What follows belongs to an exercise in optimizing a design on an open flow for small area, a short achievable clock period and few clock cycles per item; a production flow would make more cautious choices. In this exercise RTL edits were held to simulation tests only and were not proved equivalent to the original. No activity file was given, so power comes from the tool's default toggle rates.

**flow/design.v**
```verilog
`timescale 1ns/1ps
`default_nettype none
package isa_pkg;
    typedef logic [4:0] reg_idx_t;
    typedef struct packed {
        logic [5:0] opcode;
        reg_idx_t   rs;
        reg_idx_t   rt;
        reg_idx_t   rd;
        logic [4:0] shamt;
        logic [5:0] funct;
    } rtype_t;
    typedef struct packed {
        logic [5:0]  opcode;
        reg_idx_t    rs;
        reg_idx_t    rt;
        logic [15:0] imm;
    } itype_t;
    typedef struct packed {
        logic [5:0]  opcode;
        logic [25:0] target;
    } jtype_t;
    typedef enum logic [5:0] {
        OP_RTYPE = 6'h00,
        OP_J     = 6'h02,
        OP_BEQ   = 6'h04,
        OP_BNE   = 6'h05,
        OP_ADDIU = 6'h09,
        OP_LUI   = 6'h0f,
        OP_LW    = 6'h23,
        OP_SW    = 6'h2b
    } opcode_e;
    typedef enum logic [5:0] {
        FN_ADDU = 6'h21,
        FN_SUBU = 6'h23,
        FN_AND  = 6'h24,
        FN_OR   = 6'h25,
        FN_SLT  = 6'h2a
    } funct_e;
    typedef enum logic [2:0] {
        ALU_ADD,
        ALU_SUB,
        ALU_AND,
        ALU_OR,
        ALU_SLT,
        ALU_LUI
    } alu_op_e;
    typedef struct packed {
        logic    regwrite;
        logic    memread;
        logic    memwrite;
        logic    alusrc_imm;
        logic    regdst_rd;
        alu_op_e alu_op;
        logic    is_branch;
        logic    branch_ne;
        logic    is_jump;
    } ctrl_word;
endpackage
`default_nettype wire
`timescale 1ns/1ps
`default_nettype none
module regfile (
    input  logic               clk,
    input  logic               wen,
    input  logic [4:0]         waddr,
    input  logic [32-1:0] wdata,
    input  logic [4:0]         raddr_a,
    input  logic [4:0]         raddr_b,
    output logic [32-1:0] rdata_a,
    output logic [32-1:0] rdata_b
);
    logic [32-1:0] regs [1:32-1];
    always_ff @(posedge clk) begin
        if (wen && waddr != '0) begin
            regs[waddr] <= wdata;
        end
    end
    always_comb begin
        rdata_a = '0;
        rdata_b = '0;
        for (int i = 1; i < 32; i++) begin
            rdata_a = rdata_a | ({32{raddr_a == 5'(i)}} & regs[i]);
            rdata_b = rdata_b | ({32{raddr_b == 5'(i)}} & regs[i]);
        end
    end
endmodule
`default_nettype wire
`timescale 1ns/1ps
`default_nettype none
module datapath (
    input  logic               clk,
    input  logic               rst_n,
    input  logic [32-1:0] instr,
    input  logic [32-1:0] data_rdata,
    output logic [32-1:0] pc,
    output logic               data_req,
    output logic               data_wr,
    output logic [32-1:0] data_addr,
    output logic [32-1:0] data_wdata,
    output logic [32-1:0] debug_wb_pc,
    output logic               debug_rf_wen,
    output logic [4:0]         debug_rf_wnum,
    output logic [32-1:0] debug_rf_wdata
);
    logic [31:2] pc_q;
    logic [31:0] x_a, x_b, x_sd;
    logic [25:0] x_ins;
    logic [31:2] x_pc;
    logic [4:0]  x_dst;
    logic        x_wr, x_ldw, x_ld, x_st, x_beq, x_bne, x_j;
    logic        x_sub, x_s_add, x_s_and, x_s_or, x_s_slt;
    logic        x_am, x_bm, x_sm;
    logic [31:0] m_res, m_sd;
    logic [31:2] m_pc;
    logic [4:0]  m_dst;
    logic        m_wr, m_ld, m_st, m_req;
    logic [31:0] w_data;
    logic [31:2] w_pc;
    logic [4:0]  w_dst;
    logic        w_wen;
    logic [31:0] m_val;
    assign m_val = m_ld ? data_rdata : m_res;
    assign data_req   = m_req;
    assign data_wr    = m_st;
    assign data_addr  = m_res;
    assign data_wdata = m_sd;
    logic [5:0]  op, fn;
    logic [4:0]  rs, rt, rd, dst;
    logic        is_r, r_ok, d_addiu, d_lui, d_lw, d_sw, d_beq, d_bne, d_j;
    logic        f_fn_add, f_fn_sub, f_fn_and, f_fn_or, f_fn_slt;
    logic        d_wr, use_a, use_b, d_imm;
    logic        a_in_x, b_in_x, s_in_x, byp_a, byp_b, ld_use;
    logic [31:0] rf_a, rf_b, rd_a, rd_b, f_a, f_b;
    assign op = instr[31:26];
    assign fn = instr[5:0];
    assign rs = instr[25:21];
    assign rt = instr[20:16];
    assign rd = instr[15:11];
    assign is_r     = (op == 6'h00);
    assign f_fn_add = is_r && (fn == 6'h21);
    assign f_fn_sub = is_r && (fn == 6'h23);
    assign f_fn_and = is_r && (fn == 6'h24);
    assign f_fn_or  = is_r && (fn == 6'h25);
    assign f_fn_slt = is_r && (fn == 6'h2a);
    assign r_ok     = f_fn_add | f_fn_sub | f_fn_and | f_fn_or | f_fn_slt;
    assign d_addiu  = (op == 6'h09);
    assign d_lui    = (op == 6'h0f);
    assign d_lw     = (op == 6'h23);
    assign d_sw     = (op == 6'h2b);
    assign d_beq    = (op == 6'h04);
    assign d_bne    = (op == 6'h05);
    assign d_j      = (op == 6'h02);
    assign dst   = is_r ? rd : rt;
    assign d_wr  = (r_ok | d_addiu | d_lui | d_lw) && (dst != 5'd0);
    assign use_a = r_ok | d_addiu | d_lw | d_sw | d_beq | d_bne;
    assign use_b = r_ok | d_beq | d_bne;
    assign d_imm = d_addiu | d_lw | d_sw;
    regfile u_regfile (
        .clk     (clk),
        .wen     (m_wr),
        .waddr   (m_dst),
        .wdata   (m_val),
        .raddr_a (rs),
        .raddr_b (rt),
        .rdata_a (rf_a),
        .rdata_b (rf_b)
    );
    assign byp_a = m_wr && (m_dst == rs);
    assign byp_b = m_wr && (m_dst == rt);
    assign rd_a  = byp_a ? m_val : rf_a;
    assign rd_b  = byp_b ? m_val : rf_b;
    assign f_a = {32{!d_lui}} & rd_a;
    assign f_b = ({32{d_imm}} & {{16{instr[15]}}, instr[15:0]})
               | ({32{d_lui}} & {instr[15:0], 16'd0})
               | ({32{!(d_imm | d_lui)}} & rd_b);
    assign a_in_x = use_a && x_wr && (x_dst == rs);
    assign b_in_x = use_b && x_wr && (x_dst == rt);
    assign s_in_x = d_sw  && x_wr && (x_dst == rt);
    assign ld_use = x_ldw && ((~d_j && ~d_lui && x_dst == rs) ||
                              ((is_r | d_beq | d_bne) && x_dst == rt));
    logic [31:0] a, b, bs, sd, sum, lres, res;
    logic        slt, eq, eq_rr, eq_mr, eq_rm, go;
    logic [31:2] pc_inc, pc_br, pc_jmp, pc_tk, pc_nt, pc_nxt;
    assign a  = x_am ? m_res : x_a;
    assign b  = x_bm ? m_res : x_b;
    assign sd = x_sm ? m_val : x_sd;
    assign bs  = x_bm ? (m_res ^ {32{x_sub}}) : (x_b ^ {32{x_sub}});
    assign sum = a + bs + {31'd0, x_sub};
    assign slt = (a[31] ^ b[31]) ? a[31] : sum[31];
    assign lres = ({32{x_s_and}} & (a & b))
                | ({32{x_s_or}}  & (a | b))
                | ({32{x_s_slt}} & {31'd0, slt});
    assign res  = ({32{x_s_add}} & sum) | lres;
    assign eq_rr = (x_a == x_b);
    assign eq_mr = (m_res == x_b);
    assign eq_rm = (x_a == m_res);
    assign eq    = x_am ? (x_bm | eq_mr) : (x_bm ? eq_rm : eq_rr);
    assign go     = rst_n & (x_j | (x_beq & eq) | (x_bne & ~eq));
    assign pc_inc = pc_q + 30'd1;
    assign pc_br  = pc_q + {{14{x_ins[15]}}, x_ins[15:0]};
    assign pc_jmp = {pc_q[31:28], x_ins[25:0]};
    assign pc_tk  = x_j ? pc_jmp : pc_br;
    assign pc_nt  = {30{rst_n}} & (ld_use ? pc_q : pc_inc);
    assign pc_nxt = go ? pc_tk : pc_nt;
    always_ff @(posedge clk) begin
        if (!rst_n) begin
            x_wr    <= 1'b0;
            x_ldw   <= 1'b0;
            x_ld    <= 1'b0;
            x_st    <= 1'b0;
            x_beq   <= 1'b0;
            x_bne   <= 1'b0;
            x_j     <= 1'b0;
            m_wr    <= 1'b0;
            m_ld    <= 1'b0;
            m_st    <= 1'b0;
            m_req   <= 1'b0;
            w_wen   <= 1'b0;
        end else begin
            x_wr    <= d_wr & ~ld_use;
            x_ldw   <= d_lw & d_wr & ~ld_use;
            x_ld    <= d_lw & ~ld_use;
            x_st    <= d_sw & ~ld_use;
            x_beq   <= d_beq & ~ld_use;
            x_bne   <= d_bne & ~ld_use;
            x_j     <= d_j & ~ld_use;
            m_wr    <= x_wr;
            m_ld    <= x_ld;
            m_st    <= x_st;
            m_req   <= x_ld | x_st;
            w_wen   <= m_wr;
        end
    end
    always_ff @(posedge clk) begin
        pc_q    <= pc_nxt;
        x_a     <= f_a;
        x_b     <= f_b;
        x_sd    <= rd_b;
        x_ins   <= instr[25:0];
        x_pc    <= pc_q;
        x_dst   <= dst;
        x_sub   <= f_fn_sub | f_fn_slt;
        x_s_add <= f_fn_add | f_fn_sub | d_addiu | d_lw | d_sw | d_lui;
        x_s_and <= f_fn_and;
        x_s_or  <= f_fn_or;
        x_s_slt <= f_fn_slt;
        x_am    <= a_in_x;
        x_bm    <= b_in_x;
        x_sm    <= s_in_x;
        m_res   <= res;
        m_sd    <= sd;
        m_pc    <= x_pc;
        m_dst   <= x_dst;
        w_data  <= m_val;
        w_pc    <= m_pc;
        w_dst   <= m_dst;
    end
    assign pc             = {pc_q, 2'b00};
    assign debug_wb_pc    = {w_pc, 2'b00};
    assign debug_rf_wen   = w_wen;
    assign debug_rf_wnum  = w_dst;
    assign debug_rf_wdata = w_data;
endmodule
`default_nettype wire
```
**flow/flow/run.sh**
```bash
#!/bin/bash
# The standard layout (the standard.sh: ORFS with the standard synthesis), with
# two changes to how it is built:
#  - the port buffers are buf_2 cells instead of the delay-buffer cell buffer_ports
#    picks by default;
#  - clock tree synthesis does not add dummy loads.
# Every tool's output goes to the ORFS logs under orfs/logs; make's own output goes
# to make_finish.log here.
set -euo pipefail
bash standard.sh \
  "BUFFER_PORTS_ARGS=-buffer_cell sky130_fd_sc_hd__buf_2" \
  "CTS_ARGS=-sink_clustering_enable -repair_clock_nets -dont_use_dummy_load" \
  finish > make_finish.log 2>&1
```
**flow/standard.sh**
```bash
#!/bin/bash
# synth_recipe.tcl (not shown) runs the flow's synth.tcl, then flattens the netlist and writes it again
# the make line also repeats each setting of config.mk as NAME=value (left out here)
make -C /OpenROAD-flow-scripts/flow DESIGN_CONFIG=/design/flow/config.mk WORK_HOME=/design/flow/orfs CLKGATE_MAP_FILE= SYNTH_SCRIPT=/design/flow/synth_recipe.tcl "${@:-finish}"
```
**flow/config.mk**
```make
export PLATFORM = sky130hd
export DESIGN_NAME = datapath
export DESIGN_NICKNAME = datapath
export VERILOG_FILES = /design/flow/design.v
export SDC_FILE = /design/flow/constraint.sdc
export NUM_CORES = 4
export LEC_CHECK = 0
export CAP_MARGIN = 20
export CORE_MARGIN = 2
export CORE_UTILIZATION = 45
export SETUP_SLACK_MARGIN = 5
export SLEW_MARGIN = 20
```
**flow/constraint.sdc**
```tcl
create_clock -name core_clock -period 8.5 [get_ports {clk}]
set_input_delay 1.7000 -clock core_clock [delete_from_list [all_inputs] [get_ports {clk}]]
set_output_delay 1.7000 -clock core_clock [all_outputs]
set_load 0.01 [all_outputs]
```
==> impl_metrics.env, run 1 <==
export IMPL_routed_via_density=7.68
export IMPL_synth_most_common_cell="edfxtp_1"
export IMPL_synth_top_area_share_pct=52.2
export IMPL_ios=234
export IMPL_leakage_nw=23.9
export IMPL_fmax_mhz=271
export IMPL_crit_type="primary input to register"
export IMPL_grt_pass1_wl_um=364000
export IMPL_cts_sinks=1365
export IMPL_report_final_slew_viol_count=0
export IMPL_rsz0062_at_grt="true"
export IMPL_fp_dieW_um=361
export IMPL_grt_max_degree=65
export IMPL_wl_per_cell_um=42.9
export IMPL_synth_top_flop_cell="edfxtp_1"
export IMPL_final_setup_viol_count=0
export IMPL_grt_overflow=0
export IMPL_layout_nets=4805
export IMPL_cts_tree="yes"
export IMPL_drv_cap=0
export IMPL_min_path_type="register to register"
export IMPL_numCtsBuffers=142
export IMPL_min_period_ps=3690
export IMPL_place_hpwl_um=148000
export IMPL_synth_edff_count=996
export IMPL_syn_area_mm2=0.0573
export IMPL_clk_pin_slew_ps=60
export IMPL_whs_ps=309
export IMPL_core_mm2=0.126
export IMPL_arrival_ps=4430
export IMPL_gp_congestion=0.992
export IMPL_rows=130
export IMPL_grt_total_usage_pct=40.4
export IMPL_wirelength_um=272000
export IMPL_netlist_cell_type_count=76
export IMPL_timing_final_crit_share_pct=43.5
export IMPL_critPathRequiredTime_ps=9230
export IMPL_synth_seq_cells=1365
export IMPL_drc=0
export IMPL_start_util_pct=45.5
export IMPL_drive_gt1_share_pct=22.0
export IMPL_cts_root_buf="clkbuf_16"
export IMPL_synthArstFlopShare_pct=0
export IMPL_worst_slew_pin_slew_ps=1220
export IMPL_finalHoldViolations=0
export IMPL_ant_nets=0
export IMPL_die_area_mm2=0.130
export IMPL_syn_avg_cell_area_um2=13.4
export IMPL_firstDrtPassIters=14
export IMPL_portBuffers=229
export IMPL_ys_top_cells_by_count="996 x edfxtp_1, 369 x dfxtp_1, 366 x a22oi_1, 300 x a221oi_1, 281 x a22o_1"
export IMPL_power_per_cell_area_mw_per_mm2=213
export IMPL_syn_inst=4261
export IMPL_yosys_warnings=2
export IMPL_vias=48700
export IMPL_end_kind="register"
export IMPL_first_iter_violations=11800
export IMPL_synthTopCellsByArea="edfxtp_1 52%, dfxtp_1 13%, a22oi_1 4.8%"
export IMPL_cts_buffer_depth=3
export IMPL_fillers=10300
export IMPL_clock_latency_ps=810
export IMPL_slew_headroom_pct=18.6
export IMPL_areaGrowthSynthToFinish_pct=18.2
export IMPL_chipHeight_um=361
export IMPL_cp_max_fo=12
export IMPL_cp_start_kind="primary input"
export IMPL_yosysTopAreaCell="edfxtp_1"
export IMPL_ir_drop_mv=0.161
export IMPL_status="no timing/DRC/antenna violations"
export IMPL_grt_pass1_vias=44800
export IMPL_finalSetupTns_ps=0
export IMPL_htree_levels=4
export IMPL_antenna_found_initial=11
export IMPL_clock_skew_ps=80.2
export IMPL_ys_seq_area_share_pct=65.1
## critical path: stages
cell and delay (ps):
clkbuf_4 230, or3b_4 490, nor2_4 370, buf_4 400
a22o_1 210, a221oi_1 60, nand4_1 120, nor3_1 70
a21oi_2 510, a22o_1 220
## final cells by class
| cell class | count | area [um2] | area share [%] |
|---|---|---|---|
| sequential | 1365 | 37300 | 55.1 |
| multi-input combinational | 2539 | 20300 | 29.9 |
| clock buffer | 142 | 3550 | 5.25 |
| antenna | 25 | 62.6 | 0.0924 |
| inverter | 69 | 259 | 0.382 |
| timing repair buffer | 558 | 4190 | 6.19 |
| tap | 1650 | 2060 | 3.05 |
## layout by cell type, fill, tap and decap left out, drive strengths merged, types with 6 or more instances in the layout
cell type / instances
a31oi: 6
nor4: 24
a221oi: 300
a21o: 31
o211ai: 14
and2: 13
o21bai: 7
nand3: 144
or3b: 8
nand3b: 11
a22o: 281
a222oi: 64
inv: 69
nand2: 84
nor2: 227
a211oi: 11
a221o: 20
o21a: 7
o221ai: 11
a211o: 6
mux2: 52
edfxtp: 996
nand4: 124
ha: 62
o211a: 8
xnor2: 147
xor2: 53
a22oi: 366
nor3: 77
a21oi: 131
o21ai: 84
dfxtp: 369
diode: 25
nand2b: 17
buf: 546
and3: 15
mux2i: 74
nor2b: 8
or3: 8
clkbuf: 153
## logic make-up after synthesis
| kind of cell | share of synthesized area, % |
|---|---|
| fa+ha+maj | 1.42 |
| simple gates | 6.73 |
| xor+xnor | 3.06 |
| compound gates | 18.8 |
| other cells | 0.00654 |
| buf+inv | 2.52 |
| flops | 65.1 |
| mux | 2.40 |
## metal layers
metal  vias to the layer above  GRT usage [%]  share of wire, %
li1                      18100              -                 -
met1                     23200           47.2                33
met2                      5498           56.0                39
met3                      1879           21.9                18
met4                        26           28.5                10
met5                         -           1.63              0.18
## metrics by stage
step | cell area, um2 | utilization [%] | power, mW | worst slack, ps | std cells
2_1_floorplan | 57700 | - | 8.35 | 4430 | 4264
3_3_place_gp | 61300 | 48.7 | 8.92 | 3160 | 6005
3_5_place_dp | 61300 | 48.7 | 8.93 | 3230 | 6006
4_1_cts | 66500 | 52.8 | 14.2 | 4950 | 6258
5_1_grt | 67700 | 53.7 | 14.7 | 4820 | 6324
6_report | 67700 | 53.7 | 14.4 | 4810 | 6348
## sequential cells by signal, indices dropped and copies added, names as in the netlist, 5 cells and up
name / flops
x_dst: 5
x_sd: 32
m_pc: 30
m_dst: 5
w_dst: 5
x_ins: 26
x_pc: 30
x_b: 32
m_res: 32
x_a: 32
pc_q: 30
u_regfile.regs: 992
w_data: 32
m_sd: 32
w_pc: 30
## final timing paths
check | from | end | slack, ps | cells after the start
setup reg to reg | x_bm | m_res[30] | 4940 | 16
setup / recovery | instr[18] | x_b[9] | 4810 | 10
hold reg to reg | m_pc[22] | w_pc[22] | 310 | 0
hold / removal | m_pc[22] | w_pc[22] | 310 | 0
## timing repair
| item | CTS | global route |
|---|---|---|
| cloned | 5 | 2 |
| hold buffers | 0 | 0 |
| pin swaps | 55 | 44 |
| buffers inserted | 105 | 62 |
| gates resized for setup | 135 | 131 |
| setup endpoints to repair | 153 | 79 |
## where the power goes
| part | switching, mW | leakage, nW | internal [mW] |
|---|---|---|---|
| logic | 1.01 | 9.68 | 0.641 |
| registers | 0.173 | 12.4 | 7.28 |
| clock network | 2.39 | 1.75 | 2.92 |
Testbench counts, summed over its fixed seeds: cycles 14,548, instrs 14,185.
==> run 2: changes to the inputs <==
--- a/flow/design.v
+++ b/flow/design.v
@@ -61,28 +61,35 @@
 `timescale 1ns/1ps
 `default_nettype none
-module regfile (
-    input  logic               clk,
-    input  logic               wen,
-    input  logic [4:0]         waddr,
-    input  logic [32-1:0] wdata,
-    input  logic [4:0]         raddr_a,
-    input  logic [4:0]         raddr_b,
-    output logic [32-1:0] rdata_a,
-    output logic [32-1:0] rdata_b
+module add32 (
+    input  logic [31:0] x,
+    input  logic [31:0] y,
+    input  logic        ci,
+    output logic [31:0] s,
+    output logic        c31
 );
-    logic [32-1:0] regs [1:32-1];
-    always_ff @(posedge clk) begin
-        if (wen && waddr != '0) begin
-            regs[waddr] <= wdata;
-        end
-    end
+    logic [32:0] p, k, pn, kn;
     always_comb begin
-        rdata_a = '0;
-        rdata_b = '0;
-        for (int i = 1; i < 32; i++) begin
-            rdata_a = rdata_a | ({32{raddr_a == 5'(i)}} & regs[i]);
-            rdata_b = rdata_b | ({32{raddr_b == 5'(i)}} & regs[i]);
-        end
-    end
+        p = {x ^ y, 1'b0};
+        k = {x, ci};
+        for (int d = 1; d < 33; d = d * 2) begin
+            pn = p;
+            kn = k;
+            for (int i = d; i < 33; i++) begin
+                kn[i] = p[i] ? k[i-d] : k[i];
+                pn[i] = p[i] & p[i-d];
+            end
+            p = pn;
+            k = kn;
+        end
+        s = (x ^ y) ^ k[31:0];
+        c31 = k[31];
+    end
+endmodule
+module eq32 (
+    input  logic [31:0] x,
+    input  logic [31:0] y,
+    output logic        eq
+);
+    assign eq = (x == y);
 endmodule
 `default_nettype wire
@@ -157,14 +164,18 @@
     assign use_b = r_ok | d_beq | d_bne;
     assign d_imm = d_addiu | d_lw | d_sw;
-    regfile u_regfile (
-        .clk     (clk),
-        .wen     (m_wr),
-        .waddr   (m_dst),
-        .wdata   (m_val),
-        .raddr_a (rs),
-        .raddr_b (rt),
-        .rdata_a (rf_a),
-        .rdata_b (rf_b)
-    );
+    logic [31:0] regs [1:31];
+    always_ff @(posedge clk) begin
+        if (m_wr && m_dst != 5'd0) begin
+            regs[m_dst] <= m_val;
+        end
+    end
+    always_comb begin
+        rf_a = '0;
+        rf_b = '0;
+        for (int i = 1; i < 32; i++) begin
+            rf_a = rf_a | ({32{rs == 5'(i)}} & regs[i]);
+            rf_b = rf_b | ({32{rt == 5'(i)}} & regs[i]);
+        end
+    end
     assign byp_a = m_wr && (m_dst == rs);
     assign byp_b = m_wr && (m_dst == rt);
@@ -180,20 +191,19 @@
     assign ld_use = x_ldw && ((~d_j && ~d_lui && x_dst == rs) ||
                               ((is_r | d_beq | d_bne) && x_dst == rt));
-    logic [31:0] a, b, bs, sd, sum, lres, res;
-    logic        slt, eq, eq_rr, eq_mr, eq_rm, go;
+    logic [31:0] a, bs, sd, sum, lres, res;
+    logic        c31, slt, eq, eq_rr, eq_mr, eq_rm, go;
     logic [31:2] pc_inc, pc_br, pc_jmp, pc_tk, pc_nt, pc_nxt;
     assign a  = x_am ? m_res : x_a;
-    assign b  = x_bm ? m_res : x_b;
     assign sd = x_sm ? m_val : x_sd;
     assign bs  = x_bm ? (m_res ^ {32{x_sub}}) : (x_b ^ {32{x_sub}});
-    assign sum = a + bs + {31'd0, x_sub};
-    assign slt = (a[31] ^ b[31]) ? a[31] : sum[31];
-    assign lres = ({32{x_s_and}} & (a & b))
-                | ({32{x_s_or}}  & (a | b))
+    add32 u_add (.x(a), .y(bs), .ci(x_sub), .s(sum), .c31(c31));
+    assign slt = (a[31] == bs[31]) ? a[31] : ~c31;
+    assign lres = ({32{x_s_and}} & (a & bs))
+                | ({32{x_s_or}}  & (a | bs))
                 | ({32{x_s_slt}} & {31'd0, slt});
     assign res  = ({32{x_s_add}} & sum) | lres;
-    assign eq_rr = (x_a == x_b);
-    assign eq_mr = (m_res == x_b);
-    assign eq_rm = (x_a == m_res);
+    eq32 u_eq_rr (.x(x_a),   .y(x_b),   .eq(eq_rr));
+    eq32 u_eq_mr (.x(m_res), .y(x_b),   .eq(eq_mr));
+    eq32 u_eq_rm (.x(x_a),   .y(m_res), .eq(eq_rm));
     assign eq    = x_am ? (x_bm | eq_mr) : (x_bm ? eq_rm : eq_rr);
     assign go     = rst_n & (x_j | (x_beq & eq) | (x_bne & ~eq));
==> flow/flow/run.sh (replaced) <==
#!/bin/bash
set -euo pipefail
bash standard.sh \
  "BUFFER_PORTS_ARGS=-buffer_cell sky130_fd_sc_hd__buf_2" \
  "CTS_ARGS=-sink_clustering_enable -repair_clock_nets -dont_use_dummy_load" \
  "SETUP_SLACK_MARGIN=5.5" \
  "TNS_END_PERCENT=0" \
  finish > make_finish.log 2>&1
--- a/flow/config.mk
+++ b/flow/config.mk
@@ -9,4 +9,5 @@
 export CORE_MARGIN = 2
 export CORE_UTILIZATION = 45
-export SETUP_SLACK_MARGIN = 5
 export SLEW_MARGIN = 20
+export SYNTH_HIERARCHICAL = 1
+export SYNTH_MINIMUM_KEEP_SIZE = 0
==> impl_metrics.env, run 2 <==
export IMPL_clk_pin_slew_ps=60
export IMPL_ir_drop_mv=0.165
export IMPL_chipHeight_um=365
export IMPL_pwr_share_comb_pct=12.9
export IMPL_p_seq_share_pct=50.7
export IMPL_crit_type="primary input to register"
export IMPL_report_final_slew_viol_count=0
export IMPL_power_per_cell_area_mw_per_mm2=212
export IMPL_cts_root_buf="clkbuf_16"
export IMPL_cts_sinks=1365
export IMPL_synthArstFlopShare_pct=0
export IMPL_firstDrtPassIters=14
export IMPL_setup_ws_ps=4990
export IMPL_vias=51300
export IMPL_cp_start_kind="primary input"
export IMPL_synth_compound_area_share_pct=18.3
export IMPL_critPathBufInv=3
export IMPL_portBuffers=229
export IMPL_critPathRequiredTime_ps=9110
export IMPL_regMostFlops="regs"
export IMPL_drive_gt1_share_pct=22.0
export IMPL_grt_total_usage_pct=41.4
export IMPL_antenna_found_initial=9
export IMPL_htree_levels=4
export IMPL_timing_final_crit_share_pct=41.3
export IMPL_cp_common_cell="a221oi_1"
export IMPL_p_sw_share_pct=26.0
export IMPL_ant_nets=0
export IMPL_die_area_mm2=0.133
export IMPL_wl_per_cell_um=41.8
export IMPL_cts_tree="yes"
export IMPL_crit_path_max_incr_delay_ps=430
export IMPL_routed_via_density=7.56
export IMPL_netlist_cell_type_count=87
export IMPL_finalHoldViolations=0
export IMPL_synth_top_flop_cell="edfxtp_1"
export IMPL_fmax_mhz=285
export IMPL_synth_adder_area_share_pct=0.959
export IMPL_final_common_cell="edfxtp_1"
export IMPL_place_hpwl_um=156000
export IMPL_core_mm2=0.129
export IMPL_largest_reg_flops=992
export IMPL_worst_slew_pin_slew_ps=1160
export IMPL_layout_nets=5126
export IMPL_placed_cell_area_mm2=0.0626
export IMPL_rows=132
export IMPL_synth_edff_count=996
export IMPL_finalInstanceArea_mm2=0.0699
export IMPL_layout_common_cells="996 x edfxtp_1, 611 x a22oi_1, 352 x nand2_1, 330 x dfxtp_1, 267 x buf_4"
export IMPL_wirelength_um=284000
export IMPL_min_period_ps=3510
export IMPL_yosysTopAreaCell="edfxtp_1"
export IMPL_areaGrowthSynthToFinish_pct=19.3
export IMPL_clock_skew_ps=69.5
export IMPL_gp_congestion=0.994
export IMPL_synth_seq_cells=1365
export IMPL_synth_top_family_by_area="compound AO/OA/AOI/OAI gates"
export IMPL_p_sw_mw=3.86
export IMPL_drc=0
export IMPL_syn_inst=4606
export IMPL_min_path_type="register to register"
export IMPL_slew_headroom_pct=23.0
export IMPL_yosys_warnings=8
export IMPL_synthTopCellsByArea="edfxtp_1 51%, dfxtp_1 13%, a22oi_1 7.9%"
export IMPL_slowest_stage="a221oi_1"
export IMPL_final_setup_viol_count=0
export IMPL_crit_family="compound AO/OA/AOI/OAI gates"
export IMPL_crit_chain="buf_2 -> or2_4 -> nor2_4 -> buf_6 -> buf_8 -> a22o_1 -> a221oi_1 -> nand4_1 -> nor3_1 -> a221oi_1"
export IMPL_synth_xor_area_share_pct=3.98
export IMPL_finalSetupTns_ps=0
export IMPL_cp_max_fo=20
export IMPL_ys_seq_area_share_pct=63.6
export IMPL_post_place_ws_ps=3300
export IMPL_start_util_pct=45.3
export IMPL_grt_max_degree=61
export IMPL_ios=234
export IMPL_syn_area_mm2=0.0586
export IMPL_grt_pass1_wl_um=378000
export IMPL_numCtsBuffers=144
export IMPL_synth_most_common_cell="edfxtp_1"
export IMPL_grt_pass1_vias=47000
export IMPL_grt_overflow=0
export IMPL_arrival_ps=4110
export IMPL_muxShareOfSynthArea_pct=1.97
export IMPL_fp_dieW_um=365
export IMPL_ys_top_cells_by_count="996 x edfxtp_1, 614 x a22oi_1, 369 x dfxtp_1, 361 x nand2_1, 249 x nor2_1"
export IMPL_end_kind="register"
export IMPL_clock_latency_ps=810
export IMPL_final_core_util_pct=54.1
export IMPL_first_iter_violations=12900
export IMPL_p_int_mw=11.0
export IMPL_cts_buffer_depth=3
export IMPL_syn_avg_cell_area_um2=12.7
export IMPL_synthSimpleGateAreaFrac_pct=8.62
export IMPL_synth_top_area_share_pct=51.0
export IMPL_leakage_nw=25.4
export IMPL_status="no timing/DRC/antenna violations"
export IMPL_rsz0062_at_grt="true"
export IMPL_drv_cap=0
export IMPL_p_clk_share_pct=36.4
run 2: changes by cell type in the layout (fill, tap and decap cells not counted), moves of 63 or more:
cell,before,now
a221oi_1,292,190
xnor2_1,140,77
xor2_1,53,142
nand2_1,78,352
a22oi_1,366,611
a22o_1,281,173
run 2: modules after synthesis, one instance, submodules excluded:
module    cells inside  copies in the design  flops+latches  cell area, um2
add32              348                     1              0            2250
datapath          4129                     1           1365           55300
eq32                43                     3              0             347
run 2: per-stage QoR:
step	hold slack [ps]	std cells	total power, mW
6_report	320	6780	14.8
5_1_grt	324	6769	15.2
4_1_cts	317	6723	14.7
3_5_place_dp	312	6436	9.14
3_3_place_gp	310	6436	9.13
2_1_floorplan	310	4609	8.49
run 2: final cells by class:
class,count,area (um2)
diodes,13,32.5
flip-flops and latches,1365,37400
multi-input cells,2883,22000
repair buffers,578,4550
clock buffers,144,3600
well taps,1742,2180
fillers,10700,59400
inverters,55,206
run 2: worst register-to-register path, delay by kind of cell (launching register included):
kind / cells / cell delay, ps
buffers and inverters: 1 / 220
AOI/OAI and AO/OA: 3 / 530
and+or+nand+nor: 7 / 1550
xor gates and xnor gates: 1 / 130
DFF: 1 / 670
run 2: kinds of logic after synthesis:
kind of cell               Yosys count
other                                1
and+or+nand+nor                   1076
DFF                               1365
adders and majority gates           47
muxes                              110
AOI/OAI and AO/OA                 1378
xor gates and xnor gates           266
buffers and inverters              363
run 2: per-layer routing:
layer | vias up | share of wire (%) | track usage, %
met2 | 5816 | 40 | 58.1
li1 | 19200 | - | -
met5 | - | 0.26 | 3.52
met4 | 14 | 9.9 | 28.2
met1 | 24200 | 32 | 48.4
met3 | 1994 | 18 | 22.0
run 2: power by group through the flow:
stage	logic [mW]	registers, mW	clock network, mW
finish	1.92	7.52	5.41
global placement	1.51	7.63	0
floorplan	0.960	7.53	0
global route	1.99	7.51	5.67
detailed placement	1.51	7.62	0
CTS	1.74	7.49	5.42
run 2: final timing paths:
check,start,to,slack (ps),depth (start not counted)
setup / recovery,instr[21],x_a[3],4990,10
hold / removal,m_pc[31],w_pc[31],320,0
setup reg to reg,x_a[21],pc_q[31],5150,12
hold reg to reg,m_pc[31],w_pc[31],320,0
run 2: timing repair:
action / CTS / global route
endpoints found under the setup margin: 227 / 730
cloned: 7 / 3
hold buffers: 0 / 0
resized for setup: 289 / 108
pin swaps: 87 / 40
setup buffers: 136 / 41
Testbench counts of run 2, summed over its fixed seeds: cycles 14,548, instrs 14,185.
==> run 3: changes to the inputs <==
==> flow/flow/run.sh (replaced) <==
#!/bin/bash
set -euo pipefail
bash standard.sh \
  "BUFFER_PORTS_ARGS=-buffer_cell sky130_fd_sc_hd__buf_2" \
  "CTS_ARGS=-sink_clustering_enable -repair_clock_nets -dont_use_dummy_load -sink_clustering_size 30 -sink_clustering_max_diameter 80" \
  "SETUP_SLACK_MARGIN=5.5" \
  "TNS_END_PERCENT=0" \
  finish > make_finish.log 2>&1
==> impl_metrics.env, run 3 <==
export IMPL_place_hpwl_um=156000
export IMPL_cts_buffer_depth=3
export IMPL_numCtsBuffers=71
export IMPL_dp_cells=6436
export IMPL_grt_max_degree=61
export IMPL_cts_tree="yes"
export IMPL_multi_input_area_mm2=0.0219
export IMPL_first_iter_violations=12600
export IMPL_min_period_ps=3550
export IMPL_fillers=10800
export IMPL_critPathRequiredTime_ps=9150
export IMPL_cts_sinks=1365
export IMPL_crit_start="instr[20]"
export IMPL_rsz0062_at_grt="true"
export IMPL_final_common_cell="edfxtp_1"
export IMPL_die_area_mm2=0.133
export IMPL_cp_max_fo=22
export IMPL_firstDrtPassIters=15
export IMPL_fmax_mhz=282
export IMPL_yosys_warnings=8
export IMPL_ios=234
export IMPL_status="no timing/DRC/antenna violations"
export IMPL_end_kind="register"
export IMPL_ir_drop_mv=0.166
export IMPL_synth_top_area_share_pct=51.0
export IMPL_layout_nets=5051
export IMPL_syn_avg_cell_area_um2=12.7
export IMPL_netlist_cell_type_count=87
export IMPL_areaGrowthSynthToFinish_pct=16.1
export IMPL_cts_root_buf="clkbuf_16"
export IMPL_regMostFlops="regs"
export IMPL_syn_inst=4606
export IMPL_synth_edff_count=996
export IMPL_grt_pass1_wl_um=376000
export IMPL_largest_reg_flops=992
export IMPL_worst_slew_pin_slew_ps=1200
export IMPL_synth_seq_cells=1365
export IMPL_clk_pin_slew_ps=110
export IMPL_finalSetupTns_ps=0
export IMPL_grt_overflow=0
export IMPL_start_util_pct=45.3
export IMPL_synth_top_flop_cell="edfxtp_1"
export IMPL_wirelength_um=282000
export IMPL_wl_per_cell_um=42.1
export IMPL_slowest_stage="a31oi_2"
export IMPL_worstRegToRegCells=12
export IMPL_grt_pass1_vias=46100
export IMPL_report_final_slew_viol_count=0
export IMPL_power_per_cell_area_mw_per_mm2=191
export IMPL_clock_skew_ps=108
export IMPL_seqCellArea_mm2=0.0373
export IMPL_clock_latency_ps=750
export IMPL_cp_start_kind="primary input"
export IMPL_ys_top_cells_by_count="996 x edfxtp_1, 614 x a22oi_1, 369 x dfxtp_1, 361 x nand2_1, 249 x nor2_1"
export IMPL_crit_path_max_incr_delay_ps=540
export IMPL_reg2reg_setup_slack_ps=5090
export IMPL_chipHeight_um=365
export IMPL_synthArstFlopShare_pct=0
export IMPL_stdcell_count=6702
export IMPL_ant_nets=0
export IMPL_arrival_ps=4200
export IMPL_worstSetupEndpoint="x_b[29]"
export IMPL_rr_startpoint="x_a[11]"
export IMPL_rows=132
export IMPL_drv_cap=0
export IMPL_antenna_found_initial=11
export IMPL_crit_chain="buf_6 -> or3b_4 -> nor2_4 -> buf_4 -> buf_6 -> a22oi_1 -> nand4_1 -> nor3_1 -> a31oi_2 -> a221o_1"
export IMPL_yosysTopAreaCell="edfxtp_1"
export IMPL_min_path_type="register to register"
export IMPL_final_setup_viol_count=0
export IMPL_grt_total_usage_pct=41.1
export IMPL_portBuffers=229
export IMPL_vias=50600
export IMPL_synth_most_common_cell="edfxtp_1"
export IMPL_core_mm2=0.129
export IMPL_cts_hold_buffers=0
export IMPL_routed_via_density=7.55
export IMPL_leakage_nw=24.5
export IMPL_drc=0
export IMPL_htree_levels=3
export IMPL_r2r_end="pc_q[31]"
export IMPL_hold_path_depth=0
export IMPL_crit_type="primary input to register"
export IMPL_drive_gt1_share_pct=20.5
export IMPL_gp_congestion=0.994
export IMPL_finalHoldViolations=0
export IMPL_timing_final_crit_share_pct=41.7
export IMPL_fp_dieW_um=365
export IMPL_ys_seq_area_share_pct=63.6
export IMPL_layout_common_cells="996 x edfxtp_1, 611 x a22oi_1, 352 x nand2_1, 345 x dfxtp_1, 261 x buf_4"
export IMPL_syn_area_mm2=0.0586
export IMPL_synthTopCellsByArea="edfxtp_1 51%, dfxtp_1 13%, a22oi_1 7.9%"
export IMPL_cp_common_cell="buf_6"
export IMPL_slew_headroom_pct=19.8
==> run 3: metal layers <==
metal	track usage (%)	up-vias	part of all wire, %
li1	-	19000	-
met4	28.1	20	9.8
met3	20.6	1871	18
met2	57.8	5678	40
met5	0.690	-	0.14
met1	48.8	24000	33
==> run 3: modules after synthesis (local to each module, per instance) <==
module / cell area, um2 / copies in the design / cells inside
add32: 2250 / 1 / 348
datapath: 55300 / 1 / 4129
eq32: 347 / 3 / 43
==> run 3: logic make-up (layout without fill, tap and decap cells) <==
| logic type | count (synthesis) | count (layout) | share of synthesized area, % |
|---|---|---|---|
| other | 1 | 14 | 0.00640 |
| XOR/XNOR | 266 | 266 | 3.98 |
| multiplexers | 110 | 110 | 1.97 |
| AND/OR/NAND/NOR | 1076 | 1077 | 8.62 |
| flip-flops | 1365 | 1365 | 63.6 |
| AO/OA/AOI/OAI | 1378 | 1378 | 18.3 |
| buffers and inverters | 363 | 703 | 2.57 |
| adder cells (fa/ha/maj) | 47 | 47 | 0.959 |
==> run 3: how the worst min path moves through the flow <==
stage                        start  slack (ps)        to
after floorplan           x_pc[10]         310  m_pc[10]
after global placement     m_pc[7]         310   w_pc[7]
after detailed placement  x_pc[11]         310  m_pc[11]
after CTS                 m_pc[31]         310  w_pc[31]
after global routing      x_pc[30]         320  m_pc[30]
final                     m_pc[31]         310  w_pc[31]
==> run 3: critical path, delay by kind of cell <==
kind	cells	cell delay [ps]
AOI/OAI and AO/OA	3	940
and+or+nand+nor	4	810
buffers and inverters	3	670
==> run 3: layout make-up <==
class	count	share of cell area, %
multi-input cells	2882	32.2
inverters	55	0.303
diodes	10	0.0368
clock buffers	71	2.61
repair buffers	577	6.81
well taps	1742	3.20
flip-flops and latches	1365	54.8
==> run 3: metrics by stage <==
| step | utilization, % | hold slack [ps] | worst slack, ps | area [um2] | total power [mW] |
|---|---|---|---|---|---|
| 5_1_grt | 52.6 | 316 | 5050 | 68000 | 13.3 |
| 6_report | 52.6 | 313 | 4950 | 68100 | 13.0 |
| 3_3_place_gp | 48.4 | 310 | 3360 | 62600 | 9.13 |
| 3_5_place_dp | 48.4 | 312 | 3300 | 62600 | 9.14 |
| 2_1_floorplan | - | 310 | 4770 | 58600 | 8.49 |
| 4_1_cts | 51.9 | 308 | 5170 | 67100 | 12.8 |
==> run 3: power by group <==
| group | switching [mW] | leakage (nW) | internal [mW] |
|---|---|---|---|
| logic | 1.17 | 11.2 | 0.708 |
| clock network | 2.12 | 0.875 | 1.50 |
| registers | 0.231 | 12.4 | 7.28 |
| total | 3.52 | 24.5 | 9.48 |
==> run 3: what timing repair did <==
action | in CTS | in global routing
gates resized for setup | 269 | 105
endpoints found under the hold margin | 0 | 0
gates cloned | 7 | 3
setup buffers | 128 | 47
endpoints found under the setup margin | 222 | 704
pin swaps | 72 | 33
==> run 4: changes to the inputs <==
==> flow/flow/run.sh (replaced) <==
#!/bin/bash
set -euo pipefail
bash standard.sh \
  "BUFFER_PORTS_ARGS=-buffer_cell sky130_fd_sc_hd__buf_2" \
  "CTS_ARGS=-sink_clustering_enable -repair_clock_nets -dont_use_dummy_load -sink_clustering_size 30 -sink_clustering_max_diameter 80" \
  "SETUP_SLACK_MARGIN=5.7" \
  "TNS_END_PERCENT=0" \
  finish > make_finish.log 2>&1
==> impl_metrics.env, run 4 <==
export IMPL_status="no timing/DRC/antenna violations"
export IMPL_p_sw_mw=3.52
export IMPL_wl_per_cell_um=42.1
export IMPL_p_clk_share_pct=27.8
export IMPL_end_kind="register"
export IMPL_synth_seq_cells=1365
export IMPL_grt_max_degree=61
export IMPL_arrival_ps=4200
export IMPL_ant_nets=0
export IMPL_grt_overflow=0
export IMPL_grt_pass1_wl_um=376000
export IMPL_whs_ps=313
export IMPL_grt_busiest_layer="met2"
export IMPL_syn_area_mm2=0.0586
export IMPL_synthTopCellsByArea="edfxtp_1 51%, dfxtp_1 13%, a22oi_1 7.9%"
export IMPL_grtUsageMet2_pct=57.8
export IMPL_grt_pass1_vias=46100
export IMPL_yosys_warnings=8
export IMPL_drive_gt1_share_pct=20.5
export IMPL_fmax_mhz=282
export IMPL_start_util_pct=45.3
export IMPL_layout_common_cells="996 x edfxtp_1, 611 x a22oi_1, 352 x nand2_1, 345 x dfxtp_1, 261 x buf_4"
export IMPL_setup_ws_ps=4950
export IMPL_p_total_mw=13.0
export IMPL_fp_dieW_um=365
export IMPL_firstDrtPassIters=15
export IMPL_cts_root_buf="clkbuf_16"
export IMPL_yosysTopAreaCell="edfxtp_1"
export IMPL_synth_top_flop_cell="edfxtp_1"
export IMPL_ys_top_cells_by_count="996 x edfxtp_1, 614 x a22oi_1, 369 x dfxtp_1, 361 x nand2_1, 249 x nor2_1"
export IMPL_final_common_cell="edfxtp_1"
export IMPL_antenna_found_initial=11
export IMPL_syn_avg_cell_area_um2=12.7
export IMPL_post_place_ws_ps=3300
export IMPL_timing_final_crit_share_pct=41.7
export IMPL_rows=132
export IMPL_fillers=10800
export IMPL_numCtsBuffers=71
export IMPL_htree_levels=3
export IMPL_crit_type="primary input to register"
export IMPL_cts_sinks=1365
export IMPL_chipHeight_um=365
export IMPL_min_path_type="register to register"
export IMPL_core_mm2=0.129
export IMPL_p_int_mw=9.48
export IMPL_cts_buffer_depth=3
export IMPL_p_sw_share_pct=27.1
export IMPL_final_setup_viol_count=0
export IMPL_pwr_share_comb_pct=14.5
export IMPL_grtUsageMet1_pct=48.8
export IMPL_clock_skew_ps=108
export IMPL_drv_cap=0
export IMPL_ys_seq_area_share_pct=63.6
export IMPL_vias=50600
export IMPL_worst_slew_pin_slew_ps=1200
export IMPL_critPathRequiredTime_ps=9150
export IMPL_drc=0
export IMPL_grt_total_usage_pct=41.1
export IMPL_syn_inst=4606
export IMPL_synth_most_common_cell="edfxtp_1"
export IMPL_synthArstFlopShare_pct=0
export IMPL_netlist_cell_type_count=87
export IMPL_areaGrowthSynthToFinish_pct=16.1
export IMPL_cp_max_fo=22
export IMPL_place_hpwl_um=156000
export IMPL_portBuffers=229
export IMPL_cts_tree="yes"
export IMPL_stdcell_count=6702
export IMPL_multi_input_area_mm2=0.0219
export IMPL_wirelength_um=282000
export IMPL_finalHoldViolations=0
export IMPL_synth_edff_count=996
export IMPL_rsz0062_at_grt="true"
export IMPL_min_period_ps=3550
export IMPL_cts_hold_buffers=0
export IMPL_clock_latency_ps=750
export IMPL_largest_reg_flops=992
export IMPL_die_area_mm2=0.133
export IMPL_slew_headroom_pct=19.8
export IMPL_seqCellArea_mm2=0.0373
export IMPL_use_met3_pct=20.6
export IMPL_dp_cells=6436
export IMPL_synth_top_area_share_pct=51.0
export IMPL_report_final_slew_viol_count=0
export IMPL_power_per_cell_area_mw_per_mm2=191
export IMPL_ios=234
export IMPL_leakage_nw=24.5
export IMPL_ir_drop_mv=0.166
export IMPL_routed_via_density=7.55
export IMPL_regMostFlops="regs"
export IMPL_finalSetupTns_ps=0
export IMPL_p_seq_share_pct=57.7
export IMPL_cp_start_kind="primary input"
export IMPL_gp_congestion=0.994
export IMPL_clk_pin_slew_ps=110
export IMPL_first_iter_violations=12600
export IMPL_layout_nets=5051
[run 4: cell counts after synthesis]
Identical to the previous run, type by type.
[run 4: cell type report]
| cell class | instances | share of cell area (%) |
|---|---|---|
| Sequential cell | 1365 | 54.8 |
| Inverter | 55 | 0.303 |
| Antenna cell | 10 | 0.0368 |
| Timing Repair Buffer | 577 | 6.81 |
| Clock buffer | 71 | 2.61 |
| Tap cell | 1742 | 3.20 |
| Multi-Input combinational cell | 2882 | 32.2 |
[run 4: power groups by stage]
stage | Combinational [mW] | Sequential (mW) | Clock [mW]
finish | 1.88 | 7.51 | 3.61
detailed placement | 1.51 | 7.62 | 0
CTS | 1.70 | 7.48 | 3.59
floorplan | 0.960 | 7.53 | 0
global placement | 1.51 | 7.63 | 0
global route | 1.96 | 7.51 | 3.83
[run 4: worst paths after layout]
check,startpoint,to,slack [ps],cells after the start
worst max-delay path,instr[20],x_b[29],4950,10
worst min-delay path,m_pc[31],w_pc[31],310,0
worst max register to register,x_a[11],pc_q[31],5090,12
worst min register to register,m_pc[31],w_pc[31],310,0
[run 4: per-layer routing]
layer,share of wire [%],routed length (um)
met2,40,112000
met4,9.8,27600
met5,0.14,394
met1,33,91900
met3,18,50400
[run 4: cell families (layout without fill, tap and decap cells)]
family,after synthesis,count (layout),share of synthesized area (%)
compound gates,1378,1378,18.3
flops,1365,1365,63.6
mux,110,110,1.97
fa+ha+maj,47,47,0.959
xor+xnor,266,266,3.98
other cells,1,14,0.00640
simple gates,1076,1077,8.62
buf+inv,363,703,2.57
[run 4: modules after synthesis (local to each module, per instance)]
module    copies in the design  flip-flops and latches  cells  cell area, um2
add32                        1                       0    348            2250
datapath                     1                    1365   4129           55300
eq32                         3                       0     43             347
[run 4: critical path: stages]
cell     delay, ps
buf_6          130
or3b_4         460
nor2_4         170
buf_4          160
buf_6          380
a22oi_1        160
nand4_1        120
nor3_1          60
a31oi_2        540
a221o_1        240
[run 4: per-stage QoR]
| stage | cell area [um2] | util, % |
|---|---|---|
| detailed placement | 62600 | 48.4 |
| floorplan | 58600 | - |
| CTS | 67100 | 51.9 |
| global placement | 62600 | 48.4 |
| global route | 68000 | 52.6 |
| finish | 68100 | 52.6 |
[run 4: what timing repair did]
action                                  CTS  global route
resized for setup                       269           105
gates cloned                              7             3
pin swaps                                72            33
hold endpoints to repair                  0             0
buffers inserted                        128            47
endpoints found under the setup margin  369          1338

-- port drivers added, routing unchanged --
Ports are ideal in the flow. The routed layouts listed here were re-timed in OpenROAD.
Step 1 (the two cells are an assumption about what drives the block):
set clk [get_ports {clk}]
set_driving_cell -lib_cell sky130_fd_sc_hd__clkbuf_16 $clk
set_driving_cell -lib_cell sky130_fd_sc_hd__buf_2 [delete_from_list [all_inputs] $clk]
Step 2, shift: input delay + t, output delay - t, t = (earliest + latest rising clock arrival at the registers) / 2. This alone moves slack from input paths to output paths.
a / b / c = ideal ports / drivers / drivers and shift; a / b = the first two.
run	t, ns	setup WS [ns]	worst setup path after step 2
run 1	0.840	4.805 / 4.856 / 4.016	input to register
run 2	0.855	4.993 / 5.011 / 4.156	input to register
run 3	0.775	4.951 / 4.935 / 4.160	input to register
run 4	0.775	4.951 / 4.935 / 4.160	input to register
After both steps setup and hold are still met in every run listed. For run 2, which loses most, drivers alone change the setup slack by +0.018 ns; drivers and shift together by -0.837 ns.
